Background: an optimization exercise with open tools, aiming at a short achievable clock period and few clock cycles per item. Do not read the settings as production practice.
The RTL was checked by simulation tests, not by an equivalence proof against the original design.
Power is estimated from default activity; no workload was simulated.

==> run R: inputs <==
// lru_recency_table_unit
module lru_recency_table_unit #(
  parameter int unsigned ENTRIES  = 16,
  parameter int unsigned KEY_BITS = 32
) (
  input  wire logic                       clk_i,
  input  wire logic                       rst_ni,
  input  wire logic                       in_valid_i,
  output logic                            in_ready_o,
  input  wire logic [lrt_pkg::KIND_W-1:0] kind_i,
  input  wire logic [lrt_pkg::KEY_W-1:0]  key_i,
  output logic                            out_valid_o,
  input  wire logic                       out_ready_i,
  output logic                            hit_o,
  output logic [lrt_pkg::SLOT_W-1:0]      slot_o,
  output logic                            released_o,
  output logic [lrt_pkg::KEY_W-1:0]       released_key_o
);
  localparam int unsigned N  = ENTRIES;
  localparam int unsigned IW = $clog2(ENTRIES);
  localparam int unsigned KW = lrt_pkg::KEY_W;
  localparam int unsigned NP = N * (N - 1) / 2;
  localparam int unsigned D  = lrt_pkg::QDEPTH;
  localparam int unsigned CW = $clog2(D + 1);
  ...
export LEC_CHECK = 0
export ABC_CLOCK_PERIOD_IN_PS = 2500
export CAP_MARGIN = 20
export CORE_MARGIN = 2
export CORE_UTILIZATION = 60
export CTS_CLUSTER_DIAMETER = 80
export CTS_CLUSTER_SIZE = 20
export SETUP_SLACK_MARGIN = 4.3
export SLEW_MARGIN = 20
export TNS_END_PERCENT = 100
create_clock -name core_clock -period 6.5 [get_ports {clk_i}]
run.sh (not shown) runs the stock make flow with config.mk's settings and CLKGATE_MAP_FILE= SYNTH_SCRIPT=/design/flow/synth_recipe.tcl, a recipe that flattens the netlist after the stock synthesis.
==> run C: changes against run R <==
--- a/flow/design.v
+++ b/flow/design.v
@@ -4,44 +4,38 @@
   localparam int unsigned KIND_W = 2;
   localparam int unsigned KEY_W  = 32;
   localparam int unsigned SLOT_W = 4;
   localparam logic [KIND_W-1:0] KIND_INSERT = 2'd0;
   localparam logic [KIND_W-1:0] KIND_FIND   = 2'd1;
   localparam logic [KIND_W-1:0] KIND_REMOVE = 2'd2;
   localparam logic [KIND_W-1:0] KIND_NOP    = 2'd3;
-  localparam int unsigned QDEPTH = 6;
+  localparam int unsigned QDEPTH = 5;
 endpackage
 `default_nettype wire
 `timescale 1ns / 1ps
 `default_nettype none
 module lrt_cell #(
-  parameter int unsigned KW = 32,
-  parameter int unsigned GW = 8
+  parameter int unsigned KW = 32
 ) (
-  input  wire logic             clk_i,
-  input  wire logic             we_i,
-  input  wire logic [KW-1:0]    wkey_i,
-  input  wire logic             used_i,
-  input  wire logic [KW-1:0]    cmp_key_i,
-  output logic [KW-1:0]         key_o,
-  output logic [KW/GW-1:0]      match_o
+  input  wire logic          clk_i,
+  input  wire logic          we_i,
+  input  wire logic [KW-1:0] wkey_i,
+  input  wire logic          used_i,
+  input  wire logic [KW-1:0] cmp_key_i,
+  output logic [KW-1:0]      key_o,
+  output logic               match_o
 );
   logic [KW-1:0] key_q;
   always_ff @(posedge clk_i) begin
     if (we_i) begin
       key_q <= wkey_i;
     end
   end
-  always_comb begin
-    for (int g = 0; g < KW / GW; g++) begin
-      match_o[g] = (key_q[g*GW +: GW] == cmp_key_i[g*GW +: GW]);
-    end
-    match_o[0] = match_o[0] && used_i;
-  end
-  assign key_o = key_q;
+  assign key_o   = key_q;
+  assign match_o = used_i && (key_q == cmp_key_i);
 endmodule
 `default_nettype wire
 `timescale 1ns / 1ps
 `default_nettype none
 module lru_recency_table_unit #(
   parameter int unsigned ENTRIES  = 16,
   parameter int unsigned KEY_BITS = 32
@@ -67,172 +61,127 @@
   localparam int unsigned CW = $clog2(D + 1);
   localparam int unsigned RW = 1 + lrt_pkg::SLOT_W + 1 + KW;
   function automatic integer pidx(input integer i, input integer j);
     pidx = i * N - (i * (i + 1)) / 2 + (j - i - 1);
   endfunction
   logic [CW-1:0] cnt_q, cnt_d;
   logic          busy_q;
-  logic          ready_q;
   logic          in_xfer;
   logic          pop;
   logic          hv_q;
-  logic          ov_q;
-  assign in_ready_o = ready_q;
+  assign in_ready_o = !busy_q;
   assign in_xfer    = in_valid_i && !busy_q;
   assign pop        = hv_q && out_ready_i;
   always_comb begin
     cnt_d = cnt_q;
     if (in_xfer && !pop) begin
       cnt_d = cnt_q + CW'(1);
     end else if (!in_xfer && pop) begin
       cnt_d = cnt_q - CW'(1);
     end
   end
   always_ff @(posedge clk_i or negedge rst_ni) begin
     if (!rst_ni) begin
       cnt_q  <= '0;
-      busy_q  <= 1'b1;
-      ready_q <= 1'b0;
+      busy_q <= 1'b0;
     end else begin
       cnt_q  <= cnt_d;
-      busy_q  <= (cnt_d >= CW'(D));
-      ready_q <= (cnt_d < CW'(D));
+      busy_q <= (cnt_d >= CW'(D));
     end
   end
   logic [N-1:0]        used_q, used_d;
   logic [NP-1:0]       old_q, old_d;    
   logic [N-1:0]        top_q, top_d;    
   logic [N-2:0][IW-1:0] stk_q;           
   logic [N-2:0][IW-1:0] stk_d;
-  logic [IW:0]         nused_q, nused_d;  
-  localparam int unsigned GW = 16;
-  localparam int unsigned NG = KW / GW;
+  logic [N:1]          nused_q, nused_d;  
   logic [KW-1:0]       cell_key [N];
-  logic [NG-1:0]       cell_match [N];
+  logic [N-1:0]        cell_match;
   logic [N-1:0]        key_we;
   logic                pw_v_q;
   logic [N-1:0]        pw_slot_q;
   logic [KW-1:0]       pw_key_q;
   logic                full;
   logic [N-1:0]        lru;
   logic [N-1:0]        vict;
-  assign full   = nused_q[IW];
+  assign full   = nused_q[N];
   assign key_we = pw_slot_q & {N{pw_v_q}};
   always_comb begin
     for (int v = 0; v < N; v++) begin
       lru[v] = 1'b1;
       for (int j = 0; j < N; j++) begin
         if (j < v) begin
           lru[v] = lru[v] & !old_q[pidx(j, v)];
         end else if (j > v) begin
           lru[v] = lru[v] & old_q[pidx(v, j)];
         end
       end
     end
   end
   assign vict = full ? lru : top_q;
-  logic          fwd_ins_q, fwd_rem_q, fwd_ev_q;
-  logic [N-1:0]  last_t_q;
-  logic                       vp_q;
-  logic [lrt_pkg::KIND_W-1:0] kind_p_q;
-  logic [KW-1:0]              key_p_q;
-  logic [NG-1:0]              pi_q [N];
-  logic [NG-1:0]              pwp_q;
-  logic [NG-1:0]              e3p_q;
+  logic                       va_q;
+  logic [lrt_pkg::KIND_W-1:0] kind_a_q;
+  logic [KW-1:0]              key_a_q;
+  logic                       pw_eq;
+  logic [N-1:0]               mi;
+  logic [N-1:0]               mi_q;
   logic [N-1:0]               kw_q;
+  logic                       pweq_q;
+  logic                       eq2_q;
   logic [KW-1:0]              key_b_q;
   for (genvar s = 0; s < N; s++) begin : g_slot
     lrt_cell #(
-      .KW (KW),
-      .GW (GW)
+      .KW (KW)
     ) u_cell (
       .clk_i     (clk_i),
       .we_i      (key_we[s]),
       .wkey_i    (pw_key_q),
       .used_i    (used_q[s]),
       .cmp_key_i (key_i),
       .key_o     (cell_key[s]),
       .match_o   (cell_match[s])
     );
   end
-  always_ff @(posedge clk_i or negedge rst_ni) begin
-    if (!rst_ni) begin
-      vp_q <= 1'b0;
-    end else begin
-      vp_q <= in_xfer;
-    end
-  end
-  always_ff @(posedge clk_i) begin
-    kind_p_q <= kind_i;
-    key_p_q  <= key_i;
-    for (int s = 0; s < N; s++) begin
-      pi_q[s] <= cell_match[s];
-    end
-    for (int g = 0; g < NG; g++) begin
-      pwp_q[g] <= (key_i[g*GW +: GW] == pw_key_q[g*GW +: GW]);
-      e3p_q[g] <= (key_i[g*GW +: GW] == key_b_q[g*GW +: GW]);
-    end
-    kw_q <= key_we;
-  end
-  logic                       va_q;
-  logic [lrt_pkg::KIND_W-1:0] kind_a_q;
-  logic [KW-1:0]              key_a_q;
-  logic [N-1:0]               mi;
-  logic [N-1:0]               mp;
-  logic                       pw_eq;
-  logic                       fwd3_eq;
-  logic [N-1:0]               mp_q;
-  logic                       eq2_q;
-  assign pw_eq = &pwp_q;
-  always_comb begin
-    for (int s = 0; s < N; s++) begin
-      mi[s] = kw_q[s] ? pw_eq : &pi_q[s];
-    end
-  end
-  assign fwd3_eq = (fwd_ins_q || fwd_rem_q) && (&e3p_q);
-  always_comb begin
-    if (fwd3_eq) begin
-      mp = last_t_q & {N{fwd_ins_q}};
-    end else if (fwd_ev_q) begin
-      mp = mi & ~last_t_q;
-    end else begin
-      mp = mi;
-    end
-  end
+  assign pw_eq = pw_v_q && (key_i == pw_key_q);
   always_ff @(posedge clk_i or negedge rst_ni) begin
     if (!rst_ni) begin
       va_q <= 1'b0;
     end else begin
-      va_q <= vp_q;
+      va_q <= in_xfer;
     end
   end
   always_ff @(posedge clk_i) begin
-    kind_a_q <= kind_p_q;
-    key_a_q  <= key_p_q;
-    mp_q     <= mp;
-    eq2_q    <= (key_p_q == key_b_q);
+    kind_a_q <= kind_i;
+    key_a_q  <= key_i;
+    mi_q     <= cell_match;
+    kw_q     <= key_we;
+    pweq_q   <= pw_eq;
+    eq2_q    <= (key_i == key_b_q);
   end
+  logic          fwd_ins_q, fwd_rem_q, fwd_ev_q;
+  logic [N-1:0]  last_t_q;
   logic          act_a;
   logic          fwd2_eq;
   logic [N-1:0]  ma;
   logic          eq_ab;
   logic          fwd1_eq;
   logic          hr, mv;
   logic          vb_q, act_b_q, ins_b_q, find_b_q, rem_b_q;
   logic          eq_b_q, h0_q, h1_q;
   logic [N-1:0]  mb_q;
   assign act_a   = va_q && (kind_a_q != lrt_pkg::KIND_NOP);
+  assign mi      = (mi_q & ~kw_q) | (kw_q & {N{pweq_q}});
   assign fwd2_eq = (fwd_ins_q || fwd_rem_q) && eq2_q;
   always_comb begin
     if (fwd2_eq) begin
       ma = last_t_q & {N{fwd_ins_q}};
     end else if (fwd_ev_q) begin
-      ma = mp_q & ~last_t_q;
+      ma = mi & ~last_t_q;
     end else begin
-      ma = mp_q;
+      ma = mi;
     end
     ma = ma & {N{act_a}};
   end
   assign eq_ab   = (key_a_q == key_b_q);
   assign fwd1_eq = (ins_b_q || rem_b_q) && eq_ab;
   assign hr      = |ma;
   assign mv      = |(ma & vict);
@@ -332,24 +281,24 @@
     if (ins_miss) begin
       used_d = used_q | vict;
       if (!full) begin
         top_d = top_next;
         for (int k = 0; k < N - 2; k++) begin
           stk_d[k] = stk_q[k+1];
         end
-        nused_d = nused_q + (IW+1)'(1);
+        nused_d = {nused_q[N-1:1], 1'b1};
       end
     end else if (rem_hit) begin
       used_d = used_q & ~m;
       top_d    = m;
       stk_d[0] = top_bin;
       for (int k = 1; k < N - 1; k++) begin
         stk_d[k] = stk_q[k-1];
       end
-      nused_d = nused_q - (IW+1)'(1);
+      nused_d = {1'b0, nused_q[N:2]};
     end
   end
   logic vc_q;
   always_ff @(posedge clk_i or negedge rst_ni) begin
     if (!rst_ni) begin
       used_q    <= '0;
       old_q     <= '0;
@@ -375,87 +324,88 @@
       pw_v_q    <= ins_miss;
       vc_q      <= vb_q;
     end
   end
   logic          hit_c_q, ev_c_q, rh_c_q;
   logic [KW-1:0] vkey;
   logic [N-1:0]  t_c_q;
+  logic [KW-1:0] key_c_q;
   always_ff @(posedge clk_i) begin
     last_t_q  <= t;
     pw_slot_q <= vict;
     pw_key_q  <= key_b_q;
     hit_c_q   <= hit;
     ev_c_q    <= ins_miss && full;
     rh_c_q    <= rem_hit;
     t_c_q     <= t;
+    key_c_q   <= key_b_q;
   end
   logic [IW-1:0] slot_c;
   logic [RW-1:0] res_c;
   always_comb begin
     slot_c = '0;
     vkey   = '0;
     for (int s = 0; s < N; s++) begin
       slot_c = slot_c | (IW'(s) & {IW{t_c_q[s]}});
       vkey   = vkey | (cell_key[s] & {KW{t_c_q[s]}});
     end
   end
   assign res_c = {hit_c_q, lrt_pkg::SLOT_W'(slot_c), ev_c_q || rh_c_q,
-                  vkey & {KW{ev_c_q || rh_c_q}}};
-  localparam int unsigned DM = D - 1;
-  logic [RW-1:0] mem_q [DM];
-  logic [DM-1:0] wr_q, rd_q;            
+                  ev_c_q ? vkey : (rh_c_q ? key_c_q : '0)};
+  logic [RW-1:0] mem_q [D];
+  logic [D-1:0]  wr_q, rd_q;            
   logic [CW-1:0] nq_q;                  
   logic          nq_any;
   logic [RW-1:0] mem_rd;
   logic          head_ld;
   logic [RW-1:0] head_new;
   logic [RW-1:0] head_b_q;
   logic [RW-1:0] head_q;
   logic          take;
   always_ff @(posedge clk_i) begin
-    for (int i = 0; i < DM; i++) begin
+    for (int i = 0; i < D; i++) begin
       if (vc_q && wr_q[i]) begin
         mem_q[i] <= res_c;
       end
     end
   end
   always_comb begin
     mem_rd = '0;
-    for (int i = 0; i < DM; i++) begin
+    for (int i = 0; i < D; i++) begin
       mem_rd = mem_rd | (mem_q[i] & {RW{rd_q[i]}});
     end
   end
   assign nq_any   = (nq_q != '0);
   assign head_ld  = pop || !hv_q;
   assign head_new = nq_any ? mem_rd : res_c;
   assign take     = head_ld && (nq_any || vc_q);
   always_ff @(posedge clk_i or negedge rst_ni) begin
     if (!rst_ni) begin
       hv_q <= 1'b0;
-      ov_q <= 1'b0;
-      wr_q <= DM'(1);
-      rd_q <= DM'(1);
+      wr_q <= D'(1);
+      rd_q <= D'(1);
       nq_q <= '0;
     end else begin
-      hv_q <= head_ld ? (nq_any || vc_q) : ov_q;
-      ov_q <= head_ld ? (nq_any || vc_q) : hv_q;
+      if (head_ld) begin
+        hv_q <= nq_any || vc_q;
+      end
       if (vc_q) begin
-        wr_q <= {wr_q[DM-2:0], wr_q[DM-1]};
+        wr_q <= {wr_q[D-2:0], wr_q[D-1]};
       end
       if (take) begin
-        rd_q <= {rd_q[DM-2:0], rd_q[DM-1]};
+        rd_q <= {rd_q[D-2:0], rd_q[D-1]};
       end
       if (vc_q && !take) begin
         nq_q <= nq_q + CW'(1);
       end else if (!vc_q && take) begin
         nq_q <= nq_q - CW'(1);
       end
     end
   end
   always_ff @(posedge clk_i) begin
     head_q   <= head_ld ? head_new : head_b_q;
     head_b_q <= head_ld ? head_new : head_q;
   end
-  assign out_valid_o = ov_q;
+  assign out_valid_o = hv_q;
   assign {hit_o, slot_o, released_o, released_key_o} = head_q;
 endmodule
 `default_nettype wire
- CTS_CLUSTER_DIAMETER: 80 -> default
- CTS_CLUSTER_SIZE: 20 -> default
- SETUP_SLACK_MARGIN: 4.3 -> 4.6
==> run Z: changes against run R <==
--- a/flow/design.v
+++ b/flow/design.v
@@ -99,27 +99,27 @@
     end
   end
   logic [N-1:0]        used_q, used_d;
   logic [NP-1:0]       old_q, old_d;    
   logic [N-1:0]        top_q, top_d;    
   logic [N-2:0][IW-1:0] stk_q;           
   logic [N-2:0][IW-1:0] stk_d;
-  logic [IW:0]         nused_q, nused_d;  
-  localparam int unsigned GW = 16;
+  logic [N:1]          nused_q, nused_d;  
+  localparam int unsigned GW = 8;
   localparam int unsigned NG = KW / GW;
   logic [KW-1:0]       cell_key [N];
   logic [NG-1:0]       cell_match [N];
   logic [N-1:0]        key_we;
   logic                pw_v_q;
   logic [N-1:0]        pw_slot_q;
   logic [KW-1:0]       pw_key_q;
   logic                full;
   logic [N-1:0]        lru;
   logic [N-1:0]        vict;
-  assign full   = nused_q[IW];
+  assign full   = nused_q[N];
   assign key_we = pw_slot_q & {N{pw_v_q}};
   always_comb begin
     for (int v = 0; v < N; v++) begin
       lru[v] = 1'b1;
       for (int j = 0; j < N; j++) begin
         if (j < v) begin
           lru[v] = lru[v] & !old_q[pidx(j, v)];
@@ -188,18 +188,16 @@
       mi[s] = kw_q[s] ? pw_eq : &pi_q[s];
     end
   end
   assign fwd3_eq = (fwd_ins_q || fwd_rem_q) && (&e3p_q);
   always_comb begin
     if (fwd3_eq) begin
       mp = last_t_q & {N{fwd_ins_q}};
-    end else if (fwd_ev_q) begin
-      mp = mi & ~last_t_q;
     end else begin
-      mp = mi;
+      mp = mi & ~key_we;
     end
   end
   always_ff @(posedge clk_i or negedge rst_ni) begin
     if (!rst_ni) begin
       va_q <= 1'b0;
     end else begin
       va_q <= vp_q;
@@ -214,25 +212,23 @@
   logic          act_a;
   logic          fwd2_eq;
   logic [N-1:0]  ma;
   logic          eq_ab;
   logic          fwd1_eq;
   logic          hr, mv;
   logic          vb_q, act_b_q, ins_b_q, find_b_q, rem_b_q;
-  logic          eq_b_q, h0_q, h1_q;
+  logic          meq_q, h0_q, h1_q;
   logic [N-1:0]  mb_q;
   assign act_a   = va_q && (kind_a_q != lrt_pkg::KIND_NOP);
   assign fwd2_eq = (fwd_ins_q || fwd_rem_q) && eq2_q;
   always_comb begin
     if (fwd2_eq) begin
       ma = last_t_q & {N{fwd_ins_q}};
-    end else if (fwd_ev_q) begin
-      ma = mp_q & ~last_t_q;
     end else begin
-      ma = mp_q;
+      ma = mp_q & ~key_we;
     end
     ma = ma & {N{act_a}};
   end
   assign eq_ab   = (key_a_q == key_b_q);
   assign fwd1_eq = (ins_b_q || rem_b_q) && eq_ab;
   assign hr      = |ma;
   assign mv      = |(ma & vict);
@@ -249,42 +245,31 @@
       ins_b_q  <= va_q && (kind_a_q == lrt_pkg::KIND_INSERT);
       find_b_q <= va_q && (kind_a_q == lrt_pkg::KIND_FIND);
       rem_b_q  <= va_q && (kind_a_q == lrt_pkg::KIND_REMOVE);
     end
   end
   always_ff @(posedge clk_i) begin
     key_b_q <= key_a_q;
-    eq_b_q  <= eq_ab;
-    mb_q    <= ma;
+    meq_q   <= act_a && fwd1_eq && ins_b_q;
+    mb_q    <= ma & {N{!fwd1_eq}};
     h0_q    <= act_a && (fwd1_eq ? ins_b_q : hr);
     h1_q    <= act_a && (fwd1_eq ? ins_b_q : (hr && !mv));
   end
-  logic          fwd_eq;
   logic [N-1:0]  m;
   logic          hit;
   logic          ins_miss;
   logic          mtf_hit;
   logic          rem_hit;
   logic [N-1:0]  t;
-  assign fwd_eq = (fwd_ins_q || fwd_rem_q) && eq_b_q;
-  always_comb begin
-    if (fwd_eq) begin
-      m = last_t_q & {N{fwd_ins_q}};
-    end else if (fwd_ev_q) begin
-      m = mb_q & ~last_t_q;
-    end else begin
-      m = mb_q;
-    end
-    m = m & {N{act_b_q}};
-  end
+  assign m = (last_t_q & {N{meq_q}}) | mb_q;
   assign hit      = fwd_ev_q ? h1_q : h0_q;
   assign ins_miss = ins_b_q && !hit;
   assign mtf_hit  = (ins_b_q || find_b_q) && hit;
   assign rem_hit  = rem_b_q && hit;
-  assign t        = ins_miss ? vict : m;
+  assign t        = ins_miss ? vict : (m & {N{hit}});
   logic [NP-1:0] age_v, age_m;
   always_comb begin
     for (int i = 0; i < N; i++) begin
       for (int j = i + 1; j < N; j++) begin
         if (vict[i]) begin
           age_v[pidx(i, j)] = 1'b0;
         end else if (vict[j]) begin
@@ -332,24 +317,24 @@
     if (ins_miss) begin
       used_d = used_q | vict;
       if (!full) begin
         top_d = top_next;
         for (int k = 0; k < N - 2; k++) begin
           stk_d[k] = stk_q[k+1];
         end
-        nused_d = nused_q + (IW+1)'(1);
+        nused_d = {nused_q[N-1:1], 1'b1};
       end
     end else if (rem_hit) begin
       used_d = used_q & ~m;
       top_d    = m;
       stk_d[0] = top_bin;
       for (int k = 1; k < N - 1; k++) begin
         stk_d[k] = stk_q[k-1];
       end
-      nused_d = nused_q - (IW+1)'(1);
+      nused_d = {1'b0, nused_q[N:2]};
     end
   end
   logic vc_q;
   always_ff @(posedge clk_i or negedge rst_ni) begin
     if (!rst_ni) begin
       used_q    <= '0;
       old_q     <= '0;
@@ -375,78 +360,79 @@
       pw_v_q    <= ins_miss;
       vc_q      <= vb_q;
     end
   end
   logic          hit_c_q, ev_c_q, rh_c_q;
   logic [KW-1:0] vkey;
   logic [N-1:0]  t_c_q;
+  logic [KW-1:0] key_c_q;
   always_ff @(posedge clk_i) begin
     last_t_q  <= t;
     pw_slot_q <= vict;
     pw_key_q  <= key_b_q;
     hit_c_q   <= hit;
     ev_c_q    <= ins_miss && full;
     rh_c_q    <= rem_hit;
     t_c_q     <= t;
+    key_c_q   <= key_b_q;
   end
   logic [IW-1:0] slot_c;
   logic [RW-1:0] res_c;
   always_comb begin
     slot_c = '0;
     vkey   = '0;
     for (int s = 0; s < N; s++) begin
       slot_c = slot_c | (IW'(s) & {IW{t_c_q[s]}});
       vkey   = vkey | (cell_key[s] & {KW{t_c_q[s]}});
     end
   end
   assign res_c = {hit_c_q, lrt_pkg::SLOT_W'(slot_c), ev_c_q || rh_c_q,
-                  vkey & {KW{ev_c_q || rh_c_q}}};
-  localparam int unsigned DM = D - 1;
-  logic [RW-1:0] mem_q [DM];
-  logic [DM-1:0] wr_q, rd_q;            
+                  ev_c_q ? vkey : (rh_c_q ? key_c_q : '0)};
+  logic [RW-1:0] mem_q [D];
+  logic [D-1:0]  wr_q, rd_q;            
   logic [CW-1:0] nq_q;                  
   logic          nq_any;
   logic [RW-1:0] mem_rd;
   logic          head_ld;
   logic [RW-1:0] head_new;
   logic [RW-1:0] head_b_q;
   logic [RW-1:0] head_q;
   logic          take;
   always_ff @(posedge clk_i) begin
-    for (int i = 0; i < DM; i++) begin
+    for (int i = 0; i < D; i++) begin
       if (vc_q && wr_q[i]) begin
         mem_q[i] <= res_c;
       end
     end
   end
   always_comb begin
     mem_rd = '0;
-    for (int i = 0; i < DM; i++) begin
+    for (int i = 0; i < D; i++) begin
       mem_rd = mem_rd | (mem_q[i] & {RW{rd_q[i]}});
     end
   end
   assign nq_any   = (nq_q != '0);
   assign head_ld  = pop || !hv_q;
   assign head_new = nq_any ? mem_rd : res_c;
   assign take     = head_ld && (nq_any || vc_q);
   always_ff @(posedge clk_i or negedge rst_ni) begin
     if (!rst_ni) begin
       hv_q <= 1'b0;
       ov_q <= 1'b0;
-      wr_q <= DM'(1);
-      rd_q <= DM'(1);
+      wr_q <= D'(1);
+      rd_q <= D'(1);
       nq_q <= '0;
     end else begin
       hv_q <= head_ld ? (nq_any || vc_q) : ov_q;
       ov_q <= head_ld ? (nq_any || vc_q) : hv_q;
       if (vc_q) begin
-        wr_q <= {wr_q[DM-2:0], wr_q[DM-1]};
+        wr_q <= {wr_q[D-2:0], wr_q[D-1]};
       end
       if (take) begin
-        rd_q <= {rd_q[DM-2:0], rd_q[DM-1]};
+        rd_q <= {rd_q[D-2:0], rd_q[D-1]};
       end
       if (vc_q && !take) begin
         nq_q <= nq_q + CW'(1);
       end else if (!vc_q && take) begin
         nq_q <= nq_q - CW'(1);
       end
     end
==> results.txt <==
Buffers inserted during post-CTS setup optimization: run C 439; run R 203; run Z 82
Post-CTS clock slew at the launch and capture registers of the worst setup and hold paths: run C -; run R 0.09 ns; run Z 0.09 ns
Routed Wire Length: run C -; run R 206000 um; run Z 185000 um
Height of the chip: run C 298 um; run R 302 um; run Z 309 um
Required time of the worst setup path: run C -; run R 7.07 ns; run Z 7.06 ns
Register Area: run C -; run R 34100 um2; run Z 36300 um2
Remaining max-slew budget at the tightest pin: run C -; run R 32.4%; run Z 17.4%
Endpoint arrival time on the critical path: run C -; run R 3.18 ns; run Z 3.06 ns
DR WL/cell: run C -; run R 36.1 um; run Z 31.4 um
Syn Nets: run C 4105; run R 4197; run Z 4423
Worst Setup End Kind: run C -; run R register; run Z register
Result of the run: run C stopped before the end; run R finished clean; run Z finished clean
Last stage reached: run C global routing; run R -; run Z -
Biggest power consumer among the groups: run C -; run R registers; run Z registers
Testbench counts of run R, summed over its fixed seeds: cycles 12,048, items 12,000.
Testbench counts of run C, summed over its fixed seeds: cycles 12,040, items 12,000.
Testbench counts of run Z, summed over its fixed seeds: cycles 12,048, items 12,000.

afterwards: timing with drivers on the ports:
In the flow no input, the clock included, has a driving cell. The finished layouts below were timed again as built, in two steps. Step 1 sets driving cells, clkbuf_16 on the clock port and buf_2 on the other inputs (assumed; they add their load-dependent delay and slew). Step 2 moves the port delays by t, midway between the first and last clock arrival at a register: inputs arrive t later, outputs are due t later. That takes back most of the time a late clock gives input paths. Three values: ideal, step 1, step 2; two values: the first two.
run	t, ns	slack for setup (ns)	hold WS [ns]	worst setup path after step 2	latest minus earliest clock arrival (ns)
run R	0.746	3.882 / 3.882 / 3.471	0.356 / 0.356 / 0.356	input to register	0.024 / 0.024
run Z	0.745	4.009 / 3.946 / 3.473	0.347 / 0.347 / 0.347	input to register	0.036 / 0.036
After both steps setup and hold are still met in every run listed. The setup slack of run Z, which loses most, moves by -0.063 ns with the drivers and by -0.536 ns with both steps.
